Context: an optimization exercise on an open-source flow, tuned for small area and a short achievable clock period. The choices shown serve that exercise and are no tape-out recipe. The RTL was checked by simulation tests, not by an equivalence proof against the original design. No activity file was given, so power comes from the tool's default toggle rates.

==> run a: inputs <==
==> flow/design.v <==
package rf_pkg;
   localparam int unsigned RF_INIT_ZERO  = 0;
   localparam int unsigned RF_INIT_INDEX = 1;
   function automatic integer rf_port_sel(input integer port, input integer width);
      rf_port_sel = port * width;
   endfunction
endpackage
module rf_init_seq #(
   parameter  int unsigned DEPTH     = 32,
   localparam int unsigned AW        = $clog2(DEPTH)
) (
   input  logic              clk,
   input  logic              reset,
   output logic [AW-1:0]     init_cnt,
   output logic              run
);
   logic [AW-1:0] cnt_q;
   logic          run_q;
   always_ff @(posedge clk) begin
      if (reset) begin
         run_q <= 1'b0;
         cnt_q <= '0;
      end else if (!run_q) begin
         cnt_q <= cnt_q + AW'(1);
         if (cnt_q == AW'(DEPTH - 1)) run_q <= 1'b1;
      end
   end
   assign init_cnt = cnt_q;
   assign run      = run_q;
endmodule
module pipe_regfile_mp #(
   parameter  int unsigned DATA_W    = 64,
   parameter  int unsigned DEPTH     = 32,
   parameter  int unsigned NUM_RD    = 2,
   parameter  int unsigned INIT_MODE = 1,
   localparam int unsigned AW        = $clog2(DEPTH)
) (
   input  logic                     clk,
   input  logic                     reset,
   input  logic [NUM_RD*AW-1:0]     rd_addr,
   output logic [NUM_RD*DATA_W-1:0] rd_data,
   output logic [NUM_RD-1:0]        rd_busy,
   input  logic                     wr_en,
   input  logic [AW-1:0]            wr_addr,
   input  logic [DATA_W-1:0]        wr_data,
   input  logic                     iss_en,
   input  logic [AW-1:0]            iss_addr,
   output logic                     ready
);
   localparam int unsigned NG = 8;                
   localparam int unsigned SW = DATA_W / NG;      
   localparam int unsigned NE = DEPTH - 1;        
   logic [AW-1:0] init_cnt;
   logic          run;
   rf_init_seq #(
      .DEPTH    (DEPTH)
   ) u_init_seq (
      .clk      (clk),
      .reset    (reset),
      .init_cnt (init_cnt),
      .run      (run)
   );
   assign ready = run;
   logic [AW-1:0]     waddr;
   logic              wen;
   logic [3:0]        wlo_n;
   logic [7:0]        whi_n;
   logic [DATA_W-1:0] mem_wdata;
   assign waddr = run ? wr_addr : init_cnt;
   assign wen   = !reset && (run ? wr_en : 1'b1);
   always_comb begin
      for (int j = 0; j < 4; j++) wlo_n[j] = !(waddr[1:0] == 2'(j));
      for (int g = 0; g < 8; g++) whi_n[g] = !(wen && (waddr[4:2] == 3'(g)));
      mem_wdata = wr_data;
      if (!run) begin
         mem_wdata = (INIT_MODE == rf_pkg::RF_INIT_INDEX) ? DATA_W'(init_cnt) : '0;
      end
   end
   logic [DATA_W-1:0] mem_q [1:DEPTH-1];
   for (genvar s = 0; s < NG; s++) begin : g_wsl
      logic [NE-1:0] we;      
      rf_dec u_wdec (.lo_n(wlo_n), .hi_n(whi_n), .y(we));
      for (genvar i = 1; i < DEPTH; i++) begin : g_ent
         always_ff @(posedge clk) begin
            if (we[i-1]) mem_q[i][s*SW +: SW] <= mem_wdata[s*SW +: SW];
         end
      end
   end
   logic [DEPTH-1:0] busy_q;
   assign busy_q[0] = 1'b0;
   for (genvar i = 1; i < DEPTH; i++) begin : g_busy
      always_ff @(posedge clk) begin
         if (reset) begin
            busy_q[i] <= 1'b0;
         end else if (run) begin
            if (iss_en && (iss_addr == AW'(i))) busy_q[i] <= 1'b1;
            else if (wr_en && (wr_addr == AW'(i))) busy_q[i] <= 1'b0;
         end
      end
   end
   for (genvar p = 0; p < NUM_RD; p++) begin : g_rd
      logic [AW-1:0] a;
      logic [3:0]    lo_n;
      logic [7:0]    hi_n;
      logic          hit, pass;
      logic [NE-1:0] sel0;
      assign a = rd_addr[rf_pkg::rf_port_sel(p, AW) +: AW];
      always_comb begin
         for (int j = 0; j < 4; j++) lo_n[j] = !(a[1:0] == 2'(j));
         for (int g = 0; g < 8; g++) hi_n[g] = !(a[4:2] == 3'(g));
      end
      assign hit  = run && wr_en && (wr_addr == a) && (a != '0);
      assign pass = run && !(wr_en && (wr_addr == a));
      for (genvar s = 0; s < NG; s++) begin : g_sl
         logic [NE-1:0] sel;     
         rf_dec u_rdec (.lo_n(lo_n), .hi_n(hi_n), .y(sel));
         if (s == 0) begin : g_s0
            assign sel0 = sel;
         end
         for (genvar k = s*SW; k < (s+1)*SW; k++) begin : g_bit
            logic [NE-1:0] col;
            always_comb begin
               for (int i = 1; i < DEPTH; i++) col[i-1] = mem_q[i][k];
            end
            rf_rd_bit u_bit (
               .d    (col),
               .s    (sel),
               .wd   (wr_data[k]),
               .hit  (hit),
               .pass (pass),
               .y    (rd_data[rf_pkg::rf_port_sel(p, DATA_W) + k])
            );
         end
      end
      rf_rd_busy u_busy (
         .d    (busy_q[DEPTH-1:1]),
         .s    (sel0),
         .pass (pass),
         .y    (rd_busy[p])
      );
   end
endmodule
module rf_dec (
   input  logic [3:0]  lo_n,
   input  logic [7:0]  hi_n,
   output logic [30:0] y
);
   for (genvar i = 1; i < 32; i++) begin : g_y
      rf_nor2 u_nor (.a(lo_n[i % 4]), .b(hi_n[i / 4]), .y(y[i-1]));
   end
endmodule
module rf_aoi_tree (
   input  logic [30:0] d,
   input  logic [30:0] s,
   input  logic        en,
   output logic [3:0]  hp,
   output logic        d_n
);
   for (genvar h = 0; h < 3; h++) begin : g_q
      rf_or8 u_or (.d(d[8*h +: 8]), .s(s[8*h +: 8]), .y(hp[h]));
   end
   rf_or6 u_or6 (.d(d[29:24]), .s(s[29:24]), .y(hp[3]));
   rf_nand #(.W(3)) u_last (.a({d[30], s[30], en}), .y(d_n));
endmodule
module rf_rd_bit (
   input  logic [30:0] d,
   input  logic [30:0] s,
   input  logic        wd,
   input  logic        hit,
   input  logic        pass,
   output logic        y
);
   logic [3:0] hp;
   logic [1:0] z_n;
   logic       l_n, bw_n;
   rf_aoi_tree u_tree (.d(d), .s(s), .en(pass), .hp(hp), .d_n(l_n));
   rf_o21ai u_o0 (.a(hp[1:0]), .b(pass), .y(z_n[0]));
   rf_o21ai u_o1 (.a(hp[3:2]), .b(pass), .y(z_n[1]));
   rf_nand #(.W(2)) u_bw (.a({hit, wd}), .y(bw_n));
   rf_nand #(.W(4)) u_out (.a({z_n, l_n, bw_n}), .y(y));
endmodule
module rf_rd_busy (
   input  logic [30:0] d,
   input  logic [30:0] s,
   input  logic        pass,
   output logic        y
);
   logic [3:0] hp;
   logic [1:0] z_n;
   logic       l_n;
   rf_aoi_tree u_tree (.d(d), .s(s), .en(pass), .hp(hp), .d_n(l_n));
   rf_o21ai u_o0 (.a(hp[1:0]), .b(pass), .y(z_n[0]));
   rf_o21ai u_o1 (.a(hp[3:2]), .b(pass), .y(z_n[1]));
   rf_nand #(.W(3)) u_out (.a({z_n, l_n}), .y(y));
endmodule
module rf_or8 (
   input  logic [7:0] d,
   input  logic [7:0] s,
   output logic       y
);
   logic [3:0] gn;
   for (genvar g = 0; g < 4; g++) begin : g_aoi
      assign gn[g] = ~|(d[2*g +: 2] & s[2*g +: 2]);
   end
   assign y = ~&gn;
endmodule
module rf_or6 (
   input  logic [5:0] d,
   input  logic [5:0] s,
   output logic       y
);
   logic [2:0] gn;
   for (genvar g = 0; g < 3; g++) begin : g_aoi
      assign gn[g] = ~|(d[2*g +: 2] & s[2*g +: 2]);
   end
   assign y = ~&gn;
endmodule
module rf_aoi22 (
   input  logic [1:0] a,
   input  logic [1:0] b,
   output logic       y
);
   assign y = ~|(a & b);
endmodule
module rf_nand #(
   parameter int unsigned W = 4
) (
   input  logic [W-1:0] a,
   output logic         y
);
   assign y = ~&a;
endmodule
module rf_nor2 (
   input  logic a,
   input  logic b,
   output logic y
);
   assign y = ~(a | b);
endmodule
module rf_o21ai (
   input  logic [1:0] a,
   input  logic       b,
   output logic       y
);
   assign y = ~((|a) & b);
endmodule
==> flow/flow/run.sh <==
#!/bin/bash
# Own flow: the standard synthesis, then the standard layout with the
# delay cells (clkdlybuf4s*, dlygate4sd*, dlymetal6s*) added to the platform's
# don't-use list, so the port buffers and the timing repair use regular
# buffers. Each make run's full output goes to a log file in this folder.
set -euo pipefail
DU="sky130_fd_sc_hd__probe_p_8 sky130_fd_sc_hd__probec_p_8 sky130_fd_sc_hd__lpflow_bleeder_1 sky130_fd_sc_hd__lpflow_clkbufkapwr_1 sky130_fd_sc_hd__lpflow_clkbufkapwr_16 sky130_fd_sc_hd__lpflow_clkbufkapwr_2 sky130_fd_sc_hd__lpflow_clkbufkapwr_4 sky130_fd_sc_hd__lpflow_clkbufkapwr_8 sky130_fd_sc_hd__lpflow_clkinvkapwr_1 sky130_fd_sc_hd__lpflow_clkinvkapwr_16 sky130_fd_sc_hd__lpflow_clkinvkapwr_2 sky130_fd_sc_hd__lpflow_clkinvkapwr_4 sky130_fd_sc_hd__lpflow_clkinvkapwr_8 sky130_fd_sc_hd__lpflow_decapkapwr_12 sky130_fd_sc_hd__lpflow_decapkapwr_3 sky130_fd_sc_hd__lpflow_decapkapwr_4 sky130_fd_sc_hd__lpflow_decapkapwr_6 sky130_fd_sc_hd__lpflow_decapkapwr_8 sky130_fd_sc_hd__lpflow_inputiso0n_1 sky130_fd_sc_hd__lpflow_inputiso0p_1 sky130_fd_sc_hd__lpflow_inputiso1n_1 sky130_fd_sc_hd__lpflow_inputiso1p_1 sky130_fd_sc_hd__lpflow_inputisolatch_1 sky130_fd_sc_hd__lpflow_isobufsrc_1 sky130_fd_sc_hd__lpflow_isobufsrc_16 sky130_fd_sc_hd__lpflow_isobufsrc_2 sky130_fd_sc_hd__lpflow_isobufsrc_4 sky130_fd_sc_hd__lpflow_isobufsrc_8 sky130_fd_sc_hd__lpflow_isobufsrckapwr_16 sky130_fd_sc_hd__lpflow_lsbuf_lh_hl_isowell_tap_1 sky130_fd_sc_hd__lpflow_lsbuf_lh_hl_isowell_tap_2 sky130_fd_sc_hd__lpflow_lsbuf_lh_hl_isowell_tap_4 sky130_fd_sc_hd__lpflow_lsbuf_lh_isowell_4 sky130_fd_sc_hd__lpflow_lsbuf_lh_isowell_tap_1 sky130_fd_sc_hd__lpflow_lsbuf_lh_isowell_tap_2 sky130_fd_sc_hd__lpflow_lsbuf_lh_isowell_tap_4 "
DU="$DU sky130_fd_sc_hd__clkdlybuf4s15_1 sky130_fd_sc_hd__clkdlybuf4s15_2"
DU="$DU sky130_fd_sc_hd__clkdlybuf4s18_1 sky130_fd_sc_hd__clkdlybuf4s18_2"
DU="$DU sky130_fd_sc_hd__clkdlybuf4s25_1 sky130_fd_sc_hd__clkdlybuf4s25_2"
DU="$DU sky130_fd_sc_hd__clkdlybuf4s50_1 sky130_fd_sc_hd__clkdlybuf4s50_2"
DU="$DU sky130_fd_sc_hd__dlygate4sd1_1 sky130_fd_sc_hd__dlygate4sd2_1 sky130_fd_sc_hd__dlygate4sd3_1"
DU="$DU sky130_fd_sc_hd__dlymetal6s2s_1 sky130_fd_sc_hd__dlymetal6s4s_1 sky130_fd_sc_hd__dlymetal6s6s_1"
bash standard.sh synth > make_synth.log 2>&1
bash standard.sh "DONT_USE_CELLS=$DU" finish > make_layout.log 2>&1
==> flow/standard.sh <==
#!/bin/bash
# synth_recipe.tcl (not shown) runs the flow's synth.tcl, then flattens the netlist and writes it again
# the make line also repeats each setting of config.mk as NAME=value (left out here)
make -C /OpenROAD-flow-scripts/flow DESIGN_CONFIG=/design/flow/config.mk WORK_HOME=/design/flow/orfs CLKGATE_MAP_FILE= SYNTH_SCRIPT=/design/flow/synth_recipe.tcl "${@:-finish}"
==> flow/config.mk <==
export PLATFORM = sky130hd
export DESIGN_NAME = pipe_regfile_mp
export DESIGN_NICKNAME = pipe_regfile_mp
export VERILOG_FILES = /design/flow/design.v
export SDC_FILE = /design/flow/constraint.sdc
export NUM_CORES = 4
export LEC_CHECK = 0
export CAP_MARGIN = 20
export CORE_MARGIN = 2
export CORE_UTILIZATION = 65
export CTS_BUF_LIST = sky130_fd_sc_hd__clkbuf_8
export SETUP_SLACK_MARGIN = 1.2
export SLEW_MARGIN = 20
export SYNTH_HIERARCHICAL = 1
export SYNTH_MINIMUM_KEEP_SIZE = 0
==> flow/constraint.sdc <==
create_clock -name core_clock -period 5.5 [get_ports {clk}]
set_input_delay 1.1000 -clock core_clock [delete_from_list [all_inputs] [get_ports {clk}]]
set_output_delay 1.1000 -clock core_clock [all_outputs]
set_load 0.01 [all_outputs]
==> inputs of run b, as changes to run a <==
--- a/flow/design.v
+++ b/flow/design.v
@@ -49,6 +49,8 @@
 );
    localparam int unsigned NG = 8;                
    localparam int unsigned SW = DATA_W / NG;      
+   localparam int unsigned NW = 4;                
+   localparam int unsigned WW = DATA_W / NW;      
    localparam int unsigned NE = DEPTH - 1;        
    logic [AW-1:0] init_cnt;
    logic          run;
@@ -77,12 +79,12 @@
       end
    end
    logic [DATA_W-1:0] mem_q [1:DEPTH-1];
-   for (genvar s = 0; s < NG; s++) begin : g_wsl
+   for (genvar s = 0; s < NW; s++) begin : g_wsl
       logic [NE-1:0] we;      
       rf_dec u_wdec (.lo_n(wlo_n), .hi_n(whi_n), .y(we));
       for (genvar i = 1; i < DEPTH; i++) begin : g_ent
          always_ff @(posedge clk) begin
-            if (we[i-1]) mem_q[i][s*SW +: SW] <= mem_wdata[s*SW +: SW];
+            if (we[i-1]) mem_q[i][s*WW +: WW] <= mem_wdata[s*WW +: WW];
          end
       end
    end
--- a/flow/config.mk
+++ b/flow/config.mk
@@ -9,7 +9,7 @@
 export CORE_MARGIN = 2
 export CORE_UTILIZATION = 65
 export CTS_BUF_LIST = sky130_fd_sc_hd__clkbuf_8
-export SETUP_SLACK_MARGIN = 1.2
+export SETUP_SLACK_MARGIN = 1.0
 export SLEW_MARGIN = 20
 export SYNTH_HIERARCHICAL = 1
 export SYNTH_MINIMUM_KEEP_SIZE = 0
==> run summary <==
In run a the sequential share of layout area is lower than in run b, by 0.91 points. In run b the clock power is higher than in run a, by about 6%. Against run b, the combinational power of run a is larger by 17%. In run a the global-route usage is higher than in run b, by 2.2 points. Between run a and run b, the lower first-iteration DRC count is in run b (gap about 13%, measured against run b). Of run a and run b, run a has the higher wire length (gap 6.4%, measured against run b). Against run b, the hold slack of run a is better by 0.022 ns.

==> separate check: timing with driven ports <==
Ports are ideal in the flow. The routed layouts listed here were re-timed in OpenROAD. Step 1, drivers: a clkbuf_16 drives clk and a buf_2 each remaining input, both assumed. Step 2 moves the port delays by t, midway between the first and last clock arrival at a register: inputs arrive t later, outputs are due t later. That takes back most of the time a late clock gives input paths. Three values: ideal ports, drivers, drivers and shift; two values: the first two.
run	t, ns	setup WS [ns]	slew at the worst register clock pin (ns)	cell pins on the clock port's net
run a	1.109	0.829 / 0.779 / 0.779	0.08 / 0.08	1
run b	1.102	0.829 / 0.658 / 0.658	0.07 / 0.07	1
After both steps setup and hold are still met in every run listed. For run b, which loses most, drivers alone change the setup slack by -0.171 ns; drivers and shift together by -0.171 ns.
